From an optimization exercise on the open Yosys and OpenROAD flow, aimed at small area; shortcuts taken in it are not production practice.
Only simulation tests tie the RTL to the original design; equivalence was not proved.

==> inputs of job 4679 <==
==> flow/design.v (excerpt) <==
module autocorrelation_top (
    input  logic               iClock,
    input  logic               rst_n,
    input  logic               sample_valid,
    input  acf_pkg::sample_t   sample,
    output logic               coef_valid,
    output acf_pkg::acf_coef_t coef,
    output logic               block_done,
    output logic               overrun
);
export LEC_CHECK = 0
export CAP_MARGIN = 20
export CORE_MARGIN = 2
export CORE_UTILIZATION = 40
export CTS_CLUSTER_DIAMETER = 100
export CTS_CLUSTER_SIZE = 26
export SLEW_MARGIN = 20
export SYNTH_HIERARCHICAL = 1
export SYNTH_MINIMUM_KEEP_SIZE = 0
create_clock -name core_clock -period 7.5 [get_ports {iClock}]
run.sh (not shown) runs the stock make flow with config.mk's settings and CLKGATE_MAP_FILE= SYNTH_SCRIPT=/design/flow/synth_recipe.tcl, a recipe that flattens the netlist after the stock synthesis.
==> job 4087: changes against job 4679 <==
CTS_CLUSTER_DIAMETER = default   (was 100)
CTS_CLUSTER_SIZE = default   (was 26)
==> job 2465: changes against job 4679 <==
--- a/flow/design.v
+++ b/flow/design.v
@@ -1576,11 +1576,10 @@
     logic [6:0]  ptr;
     logic [5:0]  p0;
     logic        z0;
     logic        zk;
     logic [7:0]  ebase;
-    logic [22:0] sb;
     logic [23:0] rem;
     logic [22:0] q;
     logic        f;
     logic [36:0] cur;
     logic        neg;
@@ -1614,11 +1613,11 @@
             end
         end
     end
     assign bit_in = (cnt < 6'd24) && !ptr[6] && mag[ptr[5:0]];
     assign rem2   = {rem, br};
-    acf_sub sub (.a(rem2), .b(sb), .accn_next(diffn));
+    acf_sub sub (.a(rem2), .b(hn0[35:13]), .accn_next(diffn));
     assign diff   = ~diffn;
     assign ge     = !diff[25];
     always_ff @(posedge iClock or negedge rst_n) begin
         if (!rst_n) begin
             busy       <= 1'b0;
@@ -1648,11 +1647,11 @@
                 end else begin
                     lag <= lag + 1'b1;
                     ld  <= 1'b1;
                 end
             end else if (lag == 3'd0) begin
-                if (cnt == 6'd24) begin
+                if (hn0[36] || z0) begin
                     lag <= 3'd1;
                     ld  <= 1'b1;
                 end
             end else if (cnt == 6'd48 || (cnt == 6'd47 && f)) begin
                 em         <= 1'b1;
@@ -1662,10 +1661,14 @@
         end
     end
     always_ff @(posedge iClock) begin
         if (!busy && snap) begin
             hn0 <= nxtn0;
+        end else if (busy && !ld && !em && lag == 3'd0 && !hn0[36] && !z0) begin
+            hn0 <= (((hn0 ^ MASK) << 1) ^ MASK);
+        end
+        if (!busy && snap) begin
             hn1 <= nxtn1;
             hn2 <= nxtn2;
             hn3 <= nxtn3;
             hn4 <= nxtn4;
         end
@@ -1682,13 +1685,10 @@
                 z0 <= zero;
             end
         end else begin
             ptr <= ptr - 1'b1;
             cnt <= cnt + 1'b1;
-            if (lag == 3'd0) begin
-                sb <= {sb[21:0], br};
-            end
             if (cnt == 6'd24) begin
                 f <= ge;
             end
         end
     end
CTS_CLUSTER_DIAMETER = 90   (was 100)
CTS_CLUSTER_SIZE = 24   (was 26)
==> run notes <==
Site Rows=135; outcome=no timing/DRC/antenna violations; total number of vias=39518; Global Route met2 Usage=0.3779; Die Area=139300 um^2; final core utilization=0.4448; met2 wirelength from detailed routing=75700 um
# the run above: job 4087

==> run notes <==
Global Route met1 Usage=0.3358; total number of vias=39225; Global Route met2 Usage=0.3788; met2 wirelength from detailed routing=75530 um; outcome=no timing/DRC/antenna violations; final core utilization=0.4361; minimum setup slack among reg-to-reg paths=0.34 ns; Die Area=139300 um^2
# the run above: job 4679

==> run notes <==
outcome=no timing/DRC/antenna violations; final core utilization=0.4380; Die Area=137900 um^2; total number of vias=39611; routed via count divided by cell count=5.711; met2 wirelength from detailed routing=77390 um; Global Route met2 Usage=0.3888; Site Rows=134
# the run above: job 2465


==> inputs of run G <==
autocorrelation_top, a different RTL version from the one above (not shown whole).
clock: 7.5 ns
lec_check: 0
cap_margin: 20
core_margin: 2
core_utilization: 40
slew_margin: 20
synth_hierarchical: 1
synth_minimum_keep_size: 0
==> run R (differences from run G) <==
--- a/flow/design.v
+++ b/flow/design.v
@@ -391,18 +391,18 @@
     acf_fa u345 (.a(w193), .b(w260), .c(w262), .s(w343), .co(w344));
     acf_fa u348 (.a(w196), .b(w263), .c(w265), .s(w346), .co(w347));
     acf_fa u351 (.a(w197), .b(w266), .c(w268), .s(w349), .co(w350));
     acf_fa u354 (.a(~x[14]), .b(w269), .c(w271), .s(w352), .co(w353));
     acf_fa u357 (.a(accn[29]), .b((x[13] & x[15])), .c(w272), .s(w355), .co(w356));
     acf_fa u360 (.a(accn[30]), .b((x[14] & x[15])), .c(~x[15]), .s(w358), .co(w359));
-    assign w361 = ~accn[31];
-    assign w362 = ~accn[32];
-    assign w363 = ~accn[33];
-    assign w364 = ~accn[34];
-    assign w365 = ~accn[35];
-    assign w366 = ~accn[36];
+    assign w361 = ~(accn[31]);
+    assign w362 = ~(accn[32]);
+    assign w363 = ~(accn[33]);
+    assign w364 = ~(accn[34]);
+    assign w365 = ~(accn[35]);
+    assign w366 = ~(accn[36]);
     assign r0 = {accn[35], accn[34], accn[33], accn[32], accn[31], w359, w356, w353, w350, w347, w344, w341, w338, w335, w332, w329, w326, w323, w320, w317, w314, w311, w308, w305, w302, w299, w296, w293, w290, w287, w284, w281, w278, w275, ~x[1], accn[1], accn[0]};
     assign r1 = {w366, w365, w364, w363, w362, w361, w358, w355, w352, w349, w346, w343, w340, w337, w334, w331, w328, w325, w322, w319, w316, w313, w310, w307, w304, w301, w298, w295, w292, w289, w286, w283, w280, w277, w274, 1'b1, ~x[0]};
     logic [7:0] sr;
     logic [36:0] g, p, c;
     assign g = r0 & r1;
     assign p = r0 ^ r1;
@@ -596,13 +596,13 @@
     assign c[31] = Gh10_31;
     assign c[32] = Gh9_32;
     assign c[33] = Gh10_33;
     assign c[34] = Gh8_34;
     assign c[35] = Gh10_35;
     assign c[36] = Gh9_36;
-    assign accn_next = {p[36:8] ^ c[35:7], sr};
+    assign accn_next = {~(p[36:8] ^ c[35:7]), sr};
 endmodule
 module acf_tree_mul (
     input  logic [15:0] x,
     input  logic [15:0] h,
     input  logic [36:0] accn,
     output logic [36:0] accn_next
@@ -1331,18 +1331,18 @@
     acf_fa u705 (.a(w529), .b(w614), .c(w616), .s(w703), .co(w704));
     acf_fa u708 (.a(w535), .b(w617), .c(w619), .s(w706), .co(w707));
     acf_fa u711 (.a(w541), .b(w620), .c(w622), .s(w709), .co(w710));
     acf_fa u714 (.a(w544), .b(w623), .c(w625), .s(w712), .co(w713));
     acf_fa u717 (.a(w545), .b(w626), .c(w628), .s(w715), .co(w716));
     acf_fa u720 (.a(accn[30]), .b(~(x[15] & h[15])), .c(w629), .s(w718), .co(w719));
-    assign w721 = ~accn[31];
-    assign w722 = ~accn[32];
-    assign w723 = ~accn[33];
-    assign w724 = ~accn[34];
-    assign w725 = ~accn[35];
-    assign w726 = ~accn[36];
+    assign w721 = ~(accn[31]);
+    assign w722 = ~(accn[32]);
+    assign w723 = ~(accn[33]);
+    assign w724 = ~(accn[34]);
+    assign w725 = ~(accn[35]);
+    assign w726 = ~(accn[36]);
     assign r0 = {accn[35], accn[34], accn[33], accn[32], accn[31], w719, w716, w713, w710, w707, w704, w701, w698, w695, w692, w689, w686, w683, w680, w677, w674, w671, w668, w665, w662, w659, w656, w653, w650, w647, w644, w641, w638, w635, w632, ~(x[1] & h[0]), accn[0]};
     assign r1 = {w726, w725, w724, w723, w722, w721, w718, w715, w712, w709, w706, w703, w700, w697, w694, w691, w688, w685, w682, w679, w676, w673, w670, w667, w664, w661, w658, w655, w652, w649, w646, w643, w640, w637, w634, w631, ~(x[0] & h[0])};
     logic [7:0] sr;
     logic [36:0] g, p, c;
     assign g = r0 & r1;
     assign p = r0 ^ r1;
@@ -1536,13 +1536,214 @@
     assign c[31] = Gh10_31;
     assign c[32] = Gh9_32;
     assign c[33] = Gh10_33;
     assign c[34] = Gh8_34;
     assign c[35] = Gh10_35;
     assign c[36] = Gh9_36;
-    assign accn_next = {p[36:8] ^ c[35:7], sr};
+    assign accn_next = {~(p[36:8] ^ c[35:7]), sr};
+endmodule
+module acf_sub (
+    input  logic [24:0] a,
+    input  logic [22:0] b,
+    output logic [25:0] accn_next
+);
+    logic w1;
+    logic w2;
+    logic w3;
+    logic w5;
+    logic w6;
+    logic w8;
+    logic w9;
+    logic w11;
+    logic w12;
+    logic w14;
+    logic w15;
+    logic w17;
+    logic w18;
+    logic w20;
+    logic w21;
+    logic w23;
+    logic w24;
+    logic w26;
+    logic w27;
+    logic w29;
+    logic w30;
+    logic w32;
+    logic w33;
+    logic w35;
+    logic w36;
+    logic w38;
+    logic w39;
+    logic w41;
+    logic w42;
+    logic w44;
+    logic w45;
+    logic w47;
+    logic w48;
+    logic w50;
+    logic w51;
+    logic w53;
+    logic w54;
+    logic w56;
+    logic w57;
+    logic w59;
+    logic w60;
+    logic w62;
+    logic w63;
+    logic w65;
+    logic w66;
+    logic [25:0] r0, r1;
+    assign w1 = ~(~a[0]);
+    acf_hac u4 (.a(~a[1]), .b(b[1]), .s(w2), .co(w3));
+    acf_hac u7 (.a(~a[2]), .b(b[2]), .s(w5), .co(w6));
+    acf_hac u10 (.a(~a[3]), .b(b[3]), .s(w8), .co(w9));
+    acf_hac u13 (.a(~a[4]), .b(b[4]), .s(w11), .co(w12));
+    acf_hac u16 (.a(~a[5]), .b(b[5]), .s(w14), .co(w15));
+    acf_hac u19 (.a(~a[6]), .b(b[6]), .s(w17), .co(w18));
+    acf_hac u22 (.a(~a[7]), .b(b[7]), .s(w20), .co(w21));
+    acf_hac u25 (.a(~a[8]), .b(b[8]), .s(w23), .co(w24));
+    acf_hac u28 (.a(~a[9]), .b(b[9]), .s(w26), .co(w27));
+    acf_hac u31 (.a(~a[10]), .b(b[10]), .s(w29), .co(w30));
+    acf_hac u34 (.a(~a[11]), .b(b[11]), .s(w32), .co(w33));
+    acf_hac u37 (.a(~a[12]), .b(b[12]), .s(w35), .co(w36));
+    acf_hac u40 (.a(~a[13]), .b(b[13]), .s(w38), .co(w39));
+    acf_hac u43 (.a(~a[14]), .b(b[14]), .s(w41), .co(w42));
+    acf_hac u46 (.a(~a[15]), .b(b[15]), .s(w44), .co(w45));
+    acf_hac u49 (.a(~a[16]), .b(b[16]), .s(w47), .co(w48));
+    acf_hac u52 (.a(~a[17]), .b(b[17]), .s(w50), .co(w51));
+    acf_hac u55 (.a(~a[18]), .b(b[18]), .s(w53), .co(w54));
+    acf_hac u58 (.a(~a[19]), .b(b[19]), .s(w56), .co(w57));
+    acf_hac u61 (.a(~a[20]), .b(b[20]), .s(w59), .co(w60));
+    acf_hac u64 (.a(~a[21]), .b(b[21]), .s(w62), .co(w63));
+    acf_hac u67 (.a(~a[22]), .b(b[22]), .s(w65), .co(w66));
+    assign r0 = {1'b0, 1'b0, ~a[23], w63, w60, w57, w54, w51, w48, w45, w42, w39, w36, w33, w30, w27, w24, w21, w18, w15, w12, w9, w6, w3, ~a[0], b[0]};
+    assign r1 = {1'b1, ~a[24], w66, w65, w62, w59, w56, w53, w50, w47, w44, w41, w38, w35, w32, w29, w26, w23, w20, w17, w14, w11, w8, w5, w2, w1};
+    logic [7:0] sr;
+    logic [25:0] g, p, c;
+    assign g = r0 & r1;
+    assign p = r0 ^ r1;
+    logic [25:0] G0, P0;
+    assign G0 = {g[25:1], g[0] | p[0]};
+    assign P0 = p;
+    acf_hac f0 (.a(r0[0]), .b(r1[0]), .s(sr[0]), .co(c[0]));
+    acf_fa f1 (.a(r0[1]), .b(r1[1]), .c(c[0]), .s(sr[1]), .co(c[1]));
+    acf_fa f2 (.a(r0[2]), .b(r1[2]), .c(c[1]), .s(sr[2]), .co(c[2]));
+    acf_fa f3 (.a(r0[3]), .b(r1[3]), .c(c[2]), .s(sr[3]), .co(c[3]));
+    acf_fa f4 (.a(r0[4]), .b(r1[4]), .c(c[3]), .s(sr[4]), .co(c[4]));
+    acf_fa f5 (.a(r0[5]), .b(r1[5]), .c(c[4]), .s(sr[5]), .co(c[5]));
+    acf_fa f6 (.a(r0[6]), .b(r1[6]), .c(c[5]), .s(sr[6]), .co(c[6]));
+    acf_fa f7 (.a(r0[7]), .b(r1[7]), .c(c[6]), .s(sr[7]), .co(c[7]));
+    logic Gh1_8, Ph1_8;
+    assign Gh1_8 = G0[8] | (P0[8] & c[7]);
+    assign Ph1_8 = P0[8] & 1'b0;
+    logic Gh1_10, Ph1_10;
+    assign Gh1_10 = G0[10] | (P0[10] & G0[9]);
+    assign Ph1_10 = P0[10] & P0[9];
+    logic Gh1_12, Ph1_12;
+    assign Gh1_12 = G0[12] | (P0[12] & G0[11]);
+    assign Ph1_12 = P0[12] & P0[11];
+    logic Gh1_14, Ph1_14;
+    assign Gh1_14 = G0[14] | (P0[14] & G0[13]);
+    assign Ph1_14 = P0[14] & P0[13];
+    logic Gh1_16, Ph1_16;
+    assign Gh1_16 = G0[16] | (P0[16] & G0[15]);
+    assign Ph1_16 = P0[16] & P0[15];
+    logic Gh1_18, Ph1_18;
+    assign Gh1_18 = G0[18] | (P0[18] & G0[17]);
+    assign Ph1_18 = P0[18] & P0[17];
+    logic Gh1_20, Ph1_20;
+    assign Gh1_20 = G0[20] | (P0[20] & G0[19]);
+    assign Ph1_20 = P0[20] & P0[19];
+    logic Gh1_22, Ph1_22;
+    assign Gh1_22 = G0[22] | (P0[22] & G0[21]);
+    assign Ph1_22 = P0[22] & P0[21];
+    logic Gh1_24, Ph1_24;
+    assign Gh1_24 = G0[24] | (P0[24] & G0[23]);
+    assign Ph1_24 = P0[24] & P0[23];
+    logic Gh2_10, Ph2_10;
+    assign Gh2_10 = Gh1_10 | (Ph1_10 & Gh1_8);
+    assign Ph2_10 = Ph1_10 & Ph1_8;
+    logic Gh2_14, Ph2_14;
+    assign Gh2_14 = Gh1_14 | (Ph1_14 & Gh1_12);
+    assign Ph2_14 = Ph1_14 & Ph1_12;
+    logic Gh2_18, Ph2_18;
+    assign Gh2_18 = Gh1_18 | (Ph1_18 & Gh1_16);
+    assign Ph2_18 = Ph1_18 & Ph1_16;
+    logic Gh2_22, Ph2_22;
+    assign Gh2_22 = Gh1_22 | (Ph1_22 & Gh1_20);
+    assign Ph2_22 = Ph1_22 & Ph1_20;
+    logic Gh3_14, Ph3_14;
+    assign Gh3_14 = Gh2_14 | (Ph2_14 & Gh2_10);
+    assign Ph3_14 = Ph2_14 & Ph2_10;
+    logic Gh3_22, Ph3_22;
+    assign Gh3_22 = Gh2_22 | (Ph2_22 & Gh2_18);
+    assign Ph3_22 = Ph2_22 & Ph2_18;
+    logic Gh4_22, Ph4_22;
+    assign Gh4_22 = Gh3_22 | (Ph3_22 & Gh3_14);
+    assign Ph4_22 = Ph3_22 & Ph3_14;
+    logic Gh8_18, Ph8_18;
+    assign Gh8_18 = Gh2_18 | (Ph2_18 & Gh3_14);
+    assign Ph8_18 = Ph2_18 & Ph3_14;
+    logic Gh9_12, Ph9_12;
+    assign Gh9_12 = Gh1_12 | (Ph1_12 & Gh2_10);
+    assign Ph9_12 = Ph1_12 & Ph2_10;
+    logic Gh9_16, Ph9_16;
+    assign Gh9_16 = Gh1_16 | (Ph1_16 & Gh3_14);
+    assign Ph9_16 = Ph1_16 & Ph3_14;
+    logic Gh9_20, Ph9_20;
+    assign Gh9_20 = Gh1_20 | (Ph1_20 & Gh8_18);
+    assign Ph9_20 = Ph1_20 & Ph8_18;
+    logic Gh9_24, Ph9_24;
+    assign Gh9_24 = Gh1_24 | (Ph1_24 & Gh4_22);
+    assign Ph9_24 = Ph1_24 & Ph4_22;
+    logic Gh10_9, Ph10_9;
+    assign Gh10_9 = G0[9] | (P0[9] & Gh1_8);
+    assign Ph10_9 = P0[9] & Ph1_8;
+    logic Gh10_11, Ph10_11;
+    assign Gh10_11 = G0[11] | (P0[11] & Gh2_10);
+    assign Ph10_11 = P0[11] & Ph2_10;
+    logic Gh10_13, Ph10_13;
+    assign Gh10_13 = G0[13] | (P0[13] & Gh9_12);
+    assign Ph10_13 = P0[13] & Ph9_12;
+    logic Gh10_15, Ph10_15;
+    assign Gh10_15 = G0[15] | (P0[15] & Gh3_14);
+    assign Ph10_15 = P0[15] & Ph3_14;
+    logic Gh10_17, Ph10_17;
+    assign Gh10_17 = G0[17] | (P0[17] & Gh9_16);
+    assign Ph10_17 = P0[17] & Ph9_16;
+    logic Gh10_19, Ph10_19;
+    assign Gh10_19 = G0[19] | (P0[19] & Gh8_18);
+    assign Ph10_19 = P0[19] & Ph8_18;
+    logic Gh10_21, Ph10_21;
+    assign Gh10_21 = G0[21] | (P0[21] & Gh9_20);
+    assign Ph10_21 = P0[21] & Ph9_20;
+    logic Gh10_23, Ph10_23;
+    assign Gh10_23 = G0[23] | (P0[23] & Gh4_22);
+    assign Ph10_23 = P0[23] & Ph4_22;
+    logic Gh10_25, Ph10_25;
+    assign Gh10_25 = G0[25] | (P0[25] & Gh9_24);
+    assign Ph10_25 = P0[25] & Ph9_24;
+    assign c[8] = Gh1_8;
+    assign c[9] = Gh10_9;
+    assign c[10] = Gh2_10;
+    assign c[11] = Gh10_11;
+    assign c[12] = Gh9_12;
+    assign c[13] = Gh10_13;
+    assign c[14] = Gh3_14;
+    assign c[15] = Gh10_15;
+    assign c[16] = Gh9_16;
+    assign c[17] = Gh10_17;
+    assign c[18] = Gh8_18;
+    assign c[19] = Gh10_19;
+    assign c[20] = Gh9_20;
+    assign c[21] = Gh10_21;
+    assign c[22] = Gh4_22;
+    assign c[23] = Gh10_23;
+    assign c[24] = Gh9_24;
+    assign c[25] = Gh10_25;
+    assign accn_next = {p[25:8] ^ c[24:7], sr};
 endmodule
 module acf_fa (
     input  logic a,
     input  logic b,
     input  logic c,
     output logic s,
@@ -1627,17 +1828,18 @@
             x2 <= (count == 6'd0) ? '0 : x1;
             x3 <= (count == 6'd0) ? '0 : x2;
             x4 <= (count == 6'd0) ? '0 : x3;
         end
     end
     assign xg     = hnew ? x0 : '0;
-    assign basen0 = accn0 | {37{aclr}};
-    assign basen1 = accn1 | {37{aclr}};
-    assign basen2 = accn2 | {37{aclr}};
-    assign basen3 = accn3 | {37{aclr}};
-    assign basen4 = accn4 | {37{aclr}};
+    localparam logic [36:0] MASK = 37'h00_0000_00FF;
+    assign basen0 = ~((accn0 ^ MASK) & {37{!aclr}});
+    assign basen1 = ~((accn1 ^ MASK) & {37{!aclr}});
+    assign basen2 = ~((accn2 ^ MASK) & {37{!aclr}});
+    assign basen3 = ~((accn3 ^ MASK) & {37{!aclr}});
+    assign basen4 = ~((accn4 ^ MASK) & {37{!aclr}});
     assign snap   = hnew && hlast;
     acf_tree_sq  t0 (.x(xg),          .accn(basen0), .accn_next(nxtn0));
     acf_tree_mul t1 (.x(xg), .h(x1), .accn(basen1), .accn_next(nxtn1));
     acf_tree_mul t2 (.x(xg), .h(x2), .accn(basen2), .accn_next(nxtn2));
     acf_tree_mul t3 (.x(xg), .h(x3), .accn(basen3), .accn_next(nxtn3));
     acf_tree_mul t4 (.x(xg), .h(x4), .accn(basen4), .accn_next(nxtn4));
@@ -1656,32 +1858,35 @@
     logic [5:0]  cnt;
     logic [6:0]  ptr;
     logic [5:0]  p0;
     logic        z0;
     logic        zk;
     logic [7:0]  ebase;
-    logic [23:0] sb;
+    logic [22:0] sb;
     logic [23:0] rem;
-    logic [24:0] q;
+    logic [22:0] q;
+    logic        f;
     logic [36:0] cur;
     logic        neg;
     logic [36:0] mag;
     logic [5:0]  lod;
     logic        zero;
     logic        bit_in;
+    logic        br;
+    logic [25:0] diffn;
     logic [24:0] rem2;
     logic [25:0] diff;
     logic        ge;
     logic [7:0]  expo;
     always_comb begin
         case (lag)
-            3'd0:    cur = ~hn0;
-            3'd1:    cur = ~hn1;
-            3'd2:    cur = ~hn2;
-            3'd3:    cur = ~hn3;
-            default: cur = ~hn4;
+            3'd0:    cur = hn0 ^ MASK;
+            3'd1:    cur = hn1 ^ MASK;
+            3'd2:    cur = hn2 ^ MASK;
+            3'd3:    cur = hn3 ^ MASK;
+            default: cur = hn4 ^ MASK;
         endcase
     end
     assign neg  = (lag != 3'd0) && cur[36];
     assign mag  = neg ? -cur : cur;
     assign zero = (cur == '0);
     always_comb begin
@@ -1690,14 +1895,15 @@
             if (mag[i]) begin
                 lod = 6'(i);
             end
         end
     end
     assign bit_in = (cnt < 6'd24) && !ptr[6] && mag[ptr[5:0]];
-    assign rem2   = {rem, bit_in};
-    assign diff   = {1'b0, rem2} - {2'b00, sb};
+    assign rem2   = {rem, br};
+    acf_sub sub (.a(rem2), .b(sb), .accn_next(diffn));
+    assign diff   = ~diffn;
     assign ge     = !diff[25];
     always_ff @(posedge iClock or negedge rst_n) begin
         if (!rst_n) begin
             busy       <= 1'b0;
             ld         <= 1'b0;
             em         <= 1'b0;
@@ -1724,17 +1930,17 @@
                     busy <= 1'b0;
                 end else begin
                     lag <= lag + 1'b1;
                     ld  <= 1'b1;
                 end
             end else if (lag == 3'd0) begin
-                if (cnt == 6'd23) begin
+                if (cnt == 6'd24) begin
                     lag <= 3'd1;
                     ld  <= 1'b1;
                 end
-            end else if (cnt == 6'd47) begin
+            end else if (cnt == 6'd48 || (cnt == 6'd47 && f)) begin
                 em         <= 1'b1;
                 coef_valid <= 1'b1;
                 block_done <= (lag == 3'd4);
             end
         end
     end
@@ -1743,40 +1949,42 @@
             hn0 <= nxtn0;
             hn1 <= nxtn1;
             hn2 <= nxtn2;
             hn3 <= nxtn3;
             hn4 <= nxtn4;
         end
+        rem <= ld ? '0 : (ge ? diff[23:0] : rem2[23:0]);
+        q   <= {q[21:0], ge};
+        br  <= !ld && bit_in;
         if (ld) begin
             ptr <= {1'b0, lod};
             cnt <= '0;
-            rem <= '0;
             zk    <= zero;
             ebase <= 8'd126 + {2'b00, lod} - {2'b00, p0};
             if (lag == 3'd0) begin
                 p0 <= lod;
                 z0 <= zero;
             end
         end else begin
             ptr <= ptr - 1'b1;
             cnt <= cnt + 1'b1;
             if (lag == 3'd0) begin
-                sb <= {sb[22:0], bit_in};
-            end else begin
-                rem <= ge ? diff[23:0] : rem2[23:0];
-                q   <= {q[23:0], ge};
+                sb <= {sb[21:0], br};
+            end
+            if (cnt == 6'd24) begin
+                f <= ge;
             end
         end
     end
-    assign expo = ebase + {7'd0, q[24]};
+    assign expo = ebase + {7'd0, f};
     always_comb begin
         coef.lag     = {1'b0, lag};
         coef.raw_sum = {{6{neg}}, cur};
         if (lag == 3'd0) begin
             coef.norm = zero ? 32'd0 : 32'h3F80_0000;
         end else if (zk || z0) begin
             coef.norm = '0;
         end else begin
-            coef.norm = {neg, expo, q[24] ? q[23:1] : q[22:0]};
+            coef.norm = {neg, expo, q};
         end
     end
 endmodule
==> notes <==
Against run R, the sequential cell count of run G is higher by 1. Between run R and run G, the lower clock skew is in run G (gap 29 ps). Between run G and run R, the lower final cell count is in run R (gap about 2.7%, measured against run R).
==> figures <==
Worst path buffer plus inverter count: run G 4; run R 3
Synthesized netlist net count: run G 6642; run R 6519
Std-Cell Core Area: run G 0.143 mm^2; run R 0.141 mm^2
Area post-placement: run G 0.0619 mm^2; run R 0.0606 mm^2
Overall die width: run G 384 um; run R 381 um
Skew final: run G 29.9 ps; run R 58.6 ps
Status: run G no timing/DRC/antenna violations; run R no timing/DRC/antenna violations
First-pass DRT Iterations: run G 8; run R 10
Clock latency on the worst-skew pair: run G 670 ps; run R 690 ps

## static timing again, ports no longer ideal
No port has a modelled driver above. Below, the same layouts with a new extraction and two added sets of constraints.
Step 1, drivers: a clkbuf_16 drives iClock and a buf_2 each remaining input, both assumed.
Step 2 times the ports against the registers' clock, not the clock port: input delays grow and output delays shrink by t, the midpoint of the rising clock arrivals with the driver on.
Slacks: ideal ports / drivers / drivers and shift; pairs: ideal ports / drivers.
| run | shift t [ns] | setup WS [ns] | cell pins on the clock port's net |
|---|---|---|---|
| job 4679 | 0.712 | 0.301 / 0.220 / 0.336 | 1 |
| job 4087 | 0.754 | 0.314 / 0.237 / 0.316 | 1 |
| job 2465 | 0.712 | 0.235 / 0.162 / 0.335 | 1 |
| run G | 0.740 | 0.298 / 0.216 / 0.384 | 1 |
| run R | 0.734 | 0.441 / 0.365 / 0.623 | 1 |
After both steps setup and hold are still met in every run listed.
